From an optimization exercise on the open Yosys and OpenROAD flow, aimed at small area; shortcuts taken in it are not production practice.
The RTL was checked by simulation tests, not by an equivalence proof against the original design.
Power figures rest on the tool's default switching activity, not on a simulated workload.

==> flow/design.v <==
module csr_file (
    input  logic        clk,
    input  logic        reset,
    input  logic        csr_valid,
    input  logic        csr_w_valid,
    input  logic [11:0] csr_ra,
    output logic [63:0] csr_rd,
    input  logic        wr_valid,
    input  logic [11:0] wr_addr,
    input  logic [63:0] wr_data,
    input  logic        commit_valid,
    input  logic        trap_valid,
    input  logic [63:0] trap_pc,
    input  logic [63:0] trap_cause,
    input  logic [63:0] trap_tval,
    input  logic        mret_valid,
    output logic        redirect_valid,
    output logic [63:0] redirect_pc
);
    typedef logic [63:0] word_t;
    localparam logic [11:0] A_MSTATUS  = 12'h300;
    localparam logic [11:0] A_MIE      = 12'h304;
    localparam logic [11:0] A_MTVEC    = 12'h305;
    localparam logic [11:0] A_MSCRATCH = 12'h340;
    localparam logic [11:0] A_MEPC     = 12'h341;
    localparam logic [11:0] A_MCAUSE   = 12'h342;
    localparam logic [11:0] A_MTVAL    = 12'h343;
    localparam logic [11:0] A_MIP      = 12'h344;
    localparam logic [11:0] A_MCYCLE   = 12'hB00;
    localparam logic [11:0] A_MINSTRET = 12'hB02;
    logic        st_mie, st_mpie;
    logic [1:0]  st_mpp;
    logic [63:2] mtvec, mepc;
    word_t       mie, mscratch, mcause, mtval, mip, mcycle, minstret;
    logic        redir_trap, redir_mret;
    logic unused_w_valid;
    assign unused_w_valid = csr_w_valid;
    logic wr_en;
    assign wr_en = wr_valid & ~trap_valid & ~mret_valid;
    logic w_mstatus, w_mie, w_mtvec, w_mscratch, w_mepc, w_mcause, w_mtval, w_mip, w_mcycle, w_minstret;
    assign w_mstatus  = wr_en & (wr_addr == A_MSTATUS);
    assign w_mie      = wr_en & (wr_addr == A_MIE);
    assign w_mtvec    = wr_en & (wr_addr == A_MTVEC);
    assign w_mscratch = wr_en & (wr_addr == A_MSCRATCH);
    assign w_mepc     = wr_en & (wr_addr == A_MEPC);
    assign w_mcause   = wr_en & (wr_addr == A_MCAUSE);
    assign w_mtval    = wr_en & (wr_addr == A_MTVAL);
    assign w_mip      = wr_en & (wr_addr == A_MIP);
    assign w_mcycle   = wr_en & (wr_addr == A_MCYCLE);
    assign w_minstret = wr_en & (wr_addr == A_MINSTRET);
    logic r_mstatus, r_mie, r_mtvec, r_mscratch, r_mepc, r_mcause, r_mtval, r_mip, r_mcycle, r_minstret;
    assign r_mstatus  = (csr_ra == A_MSTATUS);
    assign r_mie      = (csr_ra == A_MIE);
    assign r_mtvec    = (csr_ra == A_MTVEC);
    assign r_mscratch = (csr_ra == A_MSCRATCH);
    assign r_mepc     = (csr_ra == A_MEPC);
    assign r_mcause   = (csr_ra == A_MCAUSE);
    assign r_mtval    = (csr_ra == A_MTVAL);
    assign r_mip      = (csr_ra == A_MIP);
    assign r_mcycle   = (csr_ra == A_MCYCLE);
    assign r_minstret = (csr_ra == A_MINSTRET);
    logic byp;
    assign byp = wr_en & |{A_MSTATUS  == wr_addr && r_mstatus,
                           A_MIE      == wr_addr && r_mie,
                           A_MTVEC    == wr_addr && r_mtvec,
                           A_MSCRATCH == wr_addr && r_mscratch,
                           A_MEPC     == wr_addr && r_mepc,
                           A_MCAUSE   == wr_addr && r_mcause,
                           A_MTVAL    == wr_addr && r_mtval,
                           A_MIP      == wr_addr && r_mip,
                           A_MCYCLE   == wr_addr && r_mcycle,
                           A_MINSTRET == wr_addr && r_minstret};
    logic s_reg, s_byp;
    assign s_reg = csr_valid & ~byp;
    assign s_byp = csr_valid & byp;
    word_t byp_mask;
    always_comb begin
        byp_mask = {64{s_byp}};
        if (r_mstatus) byp_mask = {51'd0, s_byp, s_byp, 3'd0, s_byp, 3'd0, s_byp, 3'd0};
        if (r_mtvec | r_mepc) byp_mask[1:0] = 2'b00;
    end
    word_t v_mstatus, v_mtvec, v_mepc;
    assign v_mstatus = {51'd0, st_mpp, 3'd0, st_mpie, 3'd0, st_mie, 3'd0};
    assign v_mtvec   = {mtvec, 2'b00};
    assign v_mepc    = {mepc, 2'b00};
    word_t g_a, g_b, g_c, g_d;
    assign g_a = ({64{s_reg & r_mie}}      & mie)      |
                 ({64{s_reg & r_mtvec}}    & v_mtvec)  |
                 ({64{s_reg & r_mscratch}} & mscratch);
    assign g_b = ({64{s_reg & r_mepc}}     & v_mepc)   |
                 ({64{s_reg & r_mcause}}   & mcause)   |
                 ({64{s_reg & r_mtval}}    & mtval);
    assign g_c = ({64{s_reg & r_mip}}      & mip)      |
                 ({64{s_reg & r_mcycle}}   & mcycle)   |
                 ({64{s_reg & r_minstret}} & minstret);
    assign g_d = ({64{s_reg & r_mstatus}}  & v_mstatus) |
                 (byp_mask & wr_data);
    assign csr_rd = ~(~g_a & ~g_b & ~g_c & ~g_d);
    always_ff @(posedge clk) begin
        redirect_valid <= ~reset & (trap_valid | mret_valid);
        redir_trap     <= trap_valid;
        redir_mret     <= ~trap_valid;
    end
    assign redirect_pc = ({64{redir_trap}} & {mtvec, 2'b00}) | ({64{redir_mret}} & {mepc, 2'b00});
    logic nr;
    assign nr = ~reset;
    logic l_mie, l_mtvec, l_mscratch, l_mip, l_mepc, l_mcause, l_mtval, l_mcycle, l_minstret;
    logic h_mie, h_mtvec, h_mscratch, h_mip, h_mepc, h_mcause, h_mtval, h_mcycle, h_minstret;
    logic t_ld;
    assign l_mie      = w_mie      & nr;
    assign l_mtvec    = w_mtvec    & nr;
    assign l_mscratch = w_mscratch & nr;
    assign l_mip      = w_mip      & nr;
    assign l_mepc     = w_mepc     & nr;
    assign l_mcause   = w_mcause   & nr;
    assign l_mtval    = w_mtval    & nr;
    assign l_mcycle   = w_mcycle   & nr;
    assign l_minstret = w_minstret & nr;
    assign h_mie      = ~(w_mie      | reset);
    assign h_mtvec    = ~(w_mtvec    | reset);
    assign h_mscratch = ~(w_mscratch | reset);
    assign h_mip      = ~(w_mip      | reset);
    assign h_mepc     = ~(w_mepc   | reset | trap_valid);
    assign h_mcause   = ~(w_mcause | reset | trap_valid);
    assign h_mtval    = ~(w_mtval  | reset | trap_valid);
    assign h_mcycle   = ~(w_mcycle   | reset);
    assign h_minstret = ~(w_minstret | reset);
    assign t_ld       = trap_valid & nr;
    localparam int CB = 8;
    word_t cy_c, cy_i;
    logic [63/CB:0] bc_c, bc_i;
    assign bc_c[0] = 1'b1;
    assign bc_i[0] = commit_valid & ~trap_valid;
    for (genvar b = 1; b < 64 / CB; b++) begin : g_blk
        assign bc_c[b] = bc_c[b-1] & (&mcycle[CB*(b-1) +: CB]);
        assign bc_i[b] = bc_i[b-1] & (&minstret[CB*(b-1) +: CB]);
    end
    for (genvar i = 0; i < 64; i++) begin : g_carry
        if (i % CB == 0) begin : g_first
            assign cy_c[i] = bc_c[i / CB];
            assign cy_i[i] = bc_i[i / CB];
        end else begin : g_next
            assign cy_c[i] = cy_c[i-1] & mcycle[i-1];
            assign cy_i[i] = cy_i[i-1] & minstret[i-1];
        end
    end
    always_ff @(posedge clk) begin
        mie      <= ({64{l_mie}}      & wr_data)       | ({64{h_mie}}      & mie);
        mtvec    <= ({62{l_mtvec}}    & wr_data[63:2]) | ({62{h_mtvec}}    & mtvec);
        mscratch <= ({64{l_mscratch}} & wr_data)       | ({64{h_mscratch}} & mscratch);
        mip      <= ({64{l_mip}}      & wr_data)       | ({64{h_mip}}      & mip);
        mepc     <= ({62{t_ld}} & trap_pc[63:2]) | ({62{l_mepc}}   & wr_data[63:2]) | ({62{h_mepc}}   & mepc);
        mcause   <= ({64{t_ld}} & trap_cause)    | ({64{l_mcause}} & wr_data)       | ({64{h_mcause}} & mcause);
        mtval    <= ({64{t_ld}} & trap_tval)     | ({64{l_mtval}}  & wr_data)       | ({64{h_mtval}}  & mtval);
        mcycle   <= ({64{l_mcycle}}   & wr_data) | ({64{h_mcycle}}   & (mcycle   ^ cy_c));
        minstret <= ({64{l_minstret}} & wr_data) | ({64{h_minstret}} & (minstret ^ cy_i));
    end
    always_ff @(posedge clk) begin
        if (reset) begin
            st_mie  <= 1'b0;
            st_mpie <= 1'b0;
            st_mpp  <= 2'b00;
        end else if (trap_valid) begin
            st_mie  <= 1'b0;
            st_mpie <= st_mie;
            st_mpp  <= 2'b11;
        end else if (mret_valid) begin
            st_mie  <= st_mpie;
            st_mpie <= 1'b1;
            st_mpp  <= 2'b11;
        end else if (w_mstatus) begin
            st_mie  <= wr_data[3];
            st_mpie <= wr_data[7];
            st_mpp  <= wr_data[12:11];
        end
    end
endmodule
export LEC_CHECK = 0
export CAP_MARGIN = 10
export CORE_MARGIN = 2
export CORE_UTILIZATION = 60
export GPL_ROUTABILITY_DRIVEN = 0
export SLEW_MARGIN = 10
create_clock -name core_clock -period 7.0 [get_ports {clk}]
standard.sh (not shown) runs the stock make flow with config.mk's settings and CLKGATE_MAP_FILE= SYNTH_SCRIPT=/design/flow/synth_recipe.tcl, a recipe that flattens the netlist after the stock synthesis.
==> flow/flow/run.sh <==
#!/bin/bash
# Layout flow: the standard flow (standard.sh) with these changes:
#  - synthesis is the standard flow's script with ABC's mapping step run with an area-oriented
#    script (flow/abc_area.script); when flow/no_extract_fa exists, Yosys's half/full
#    adder extraction is skipped and ABC maps that logic too. Everything before ABC,
#    including register mapping and naming, is unchanged;
#  - port buffers are the smallest buffer (buf_1) rather than the resizer's pick;
#  - CTS uses the arguments in flow/cts_args (buffer list, sink clustering, no dummy
#    loads) when that file exists.
# Every tool's output goes to the ORFS logs under orfs/logs, and make's to flow.log.
set -euo pipefail
W=$PWD
export AREA_ABC_SCRIPT=$W/flow/abc_area.script
export BUFFER_PORTS_ARGS="-buffer_cell sky130_fd_sc_hd__buf_1"
if [[ -f $W/flow/cts_args ]]; then export CTS_ARGS="$(cat $W/flow/cts_args)"; fi

{
  head -n 1 synth_recipe.tcl
  cat <<'EOT'
proc abc {args} {
  set i [lsearch -exact $args -script]
  if {$i >= 0} { set args [lreplace $args $i [expr {$i + 1}] -script $::env(AREA_ABC_SCRIPT)] }
  yosys abc {*}$args
}
EOT
  if [[ -f $W/flow/no_extract_fa ]]; then echo 'proc extract_fa {args} { }'; fi
  tail -n +2 synth_recipe.tcl
} > area_synth.tcl

sed "s#SYNTH_SCRIPT=[^ ]*#SYNTH_SCRIPT=$W/area_synth.tcl#" standard.sh > area_standard.sh
bash area_standard.sh > flow.log 2>&1
==> flow/flow/abc_area.script <==
&get -n
&st
&dch -x
&nf -R 100 -p -C 32 -F 8 -A 8 -a
&put
==> flow/flow/cts_args <==
-sink_clustering_enable -repair_clock_nets -buf_list "sky130_fd_sc_hd__clkbuf_4 sky130_fd_sc_hd__clkbuf_8" -dont_use_dummy_load -sink_clustering_size 16 -sink_clustering_max_diameter 60
==> flow/flow/no_extract_fa <==
The starting point finished with timing, DRC and antenna clean.
Change:
--- a/flow/flow/run.sh
+++ b/flow/flow/run.sh
@@ -2 +2 @@
-# Layout flow: the standard flow (standard.sh) with these changes:
+# Layout flow: the standard flow (standard.sh) with two changes:
@@ -4,6 +4,3 @@
-#    script (flow/abc_area.script); when flow/no_extract_fa exists, Yosys's half/full
-#    adder extraction is skipped and ABC maps that logic too. Everything before ABC,
-#    including register mapping and naming, is unchanged;
-#  - port buffers are the smallest buffer (buf_1) rather than the resizer's pick;
-#  - CTS uses the arguments in flow/cts_args (buffer list, sink clustering, no dummy
-#    loads) when that file exists.
+#    script (flow/abc_area.script); everything before ABC, including register
+#    mapping and naming, is unchanged;
+#  - port buffers are the smallest buffer (buf_1) rather than the resizer's pick.
==> flow/flow/abc_area.script (replaced) <==
&get -n
&nf -R 1000 -p -C 32 -F 8 -A 8 -a
&put
--- a/flow/config.mk
+++ b/flow/config.mk
@@ -11 +10,0 @@
-export GPL_ROUTABILITY_DRIVEN = 0
Hold slack is worse by 0.0093 ns; routed wire length shrinks by a few percent; global-route usage is lower by 3.0 points; via count shrinks slightly; core utilization rose by 0.22 points; total power shrinks slightly; cell area goes up slightly; die area came out higher slightly; synthesized area is higher slightly.
Change:
==> flow/flow/abc_area.script (replaced) <==
&get -n
&st
&dch -x
&nf -R 60 -p -C 32 -F 8 -A 8 -a
&put
==> flow/flow/cts_args (replaced) <==
-sink_clustering_enable -repair_clock_nets -buf_list "sky130_fd_sc_hd__clkbuf_4 sky130_fd_sc_hd__clkbuf_8" -dont_use_dummy_load -sink_clustering_size 18 -sink_clustering_max_diameter 50
--- a/flow/config.mk
+++ b/flow/config.mk
@@ -10,0 +11 @@
+export GPL_ROUTABILITY_DRIVEN = 0
The new run passed the timing, DRC and antenna checks.
Global-route usage rises by 2.2 points.
Sequential share of layout area barely changes.
Wire length came out higher by a few percent.
Design area is about the same.
Die area stays flat.
Sequential power is about the same.
Total power went up slightly.
First-iteration DRC count rose by a few percent.
Change:
==> flow/flow/cts_args (replaced) <==
-sink_clustering_enable -repair_clock_nets -buf_list "sky130_fd_sc_hd__clkbuf_4 sky130_fd_sc_hd__clkbuf_8" -dont_use_dummy_load -sink_clustering_size 16 -sink_clustering_max_diameter 60
The changed run produced a clean layout.
Setup slack barely changes.
Via count decreases by 0.51%.
Clock skew is lower by 0.0031 ns.
Final cell count stays flat.
Worst hold slack stays flat.
Power went down by 1.1%.
Non-clock buffer count is unchanged.
Wire length hardly moves.
Design area stays flat.
Combinational power barely changes.

what the ideal ports hide:
How much do the figures lean on ideal ports? The routed layouts below were timed once more, with nothing changed but the port constraints. Step 1 (the two cells are an assumption about what drives the block):
set clk [get_ports {clk}]
set_driving_cell -lib_cell sky130_fd_sc_hd__clkbuf_16 $clk
set_driving_cell -lib_cell sky130_fd_sc_hd__buf_2 [delete_from_list [all_inputs] $clk]
Step 2 adds t to the input delays and takes it off the output delays; t is the mean of the earliest and latest rising clock arrival at the registers after step 1. Input paths then give back, and output paths get back, about the clock's delay inside the block. Three values: no drivers, after step 1, after step 2; two values: the first two.
run	t, ns	slack for setup (ns)	clock arrival spread, ns
the first run	0.703	0.454 / 0.418 / 0.418	0.070 / 0.070
the second run	0.693	0.560 / 0.541 / 0.541	0.066 / 0.066
the third run	0.695	0.487 / 0.466 / 0.466	0.085 / 0.085
the fourth run	0.653	0.489 / 0.467 / 0.467	0.054 / 0.054
After both steps setup and hold are still met in every run listed. For the first run, which loses most, drivers alone change the setup slack by -0.036 ns; drivers and shift together by -0.036 ns.
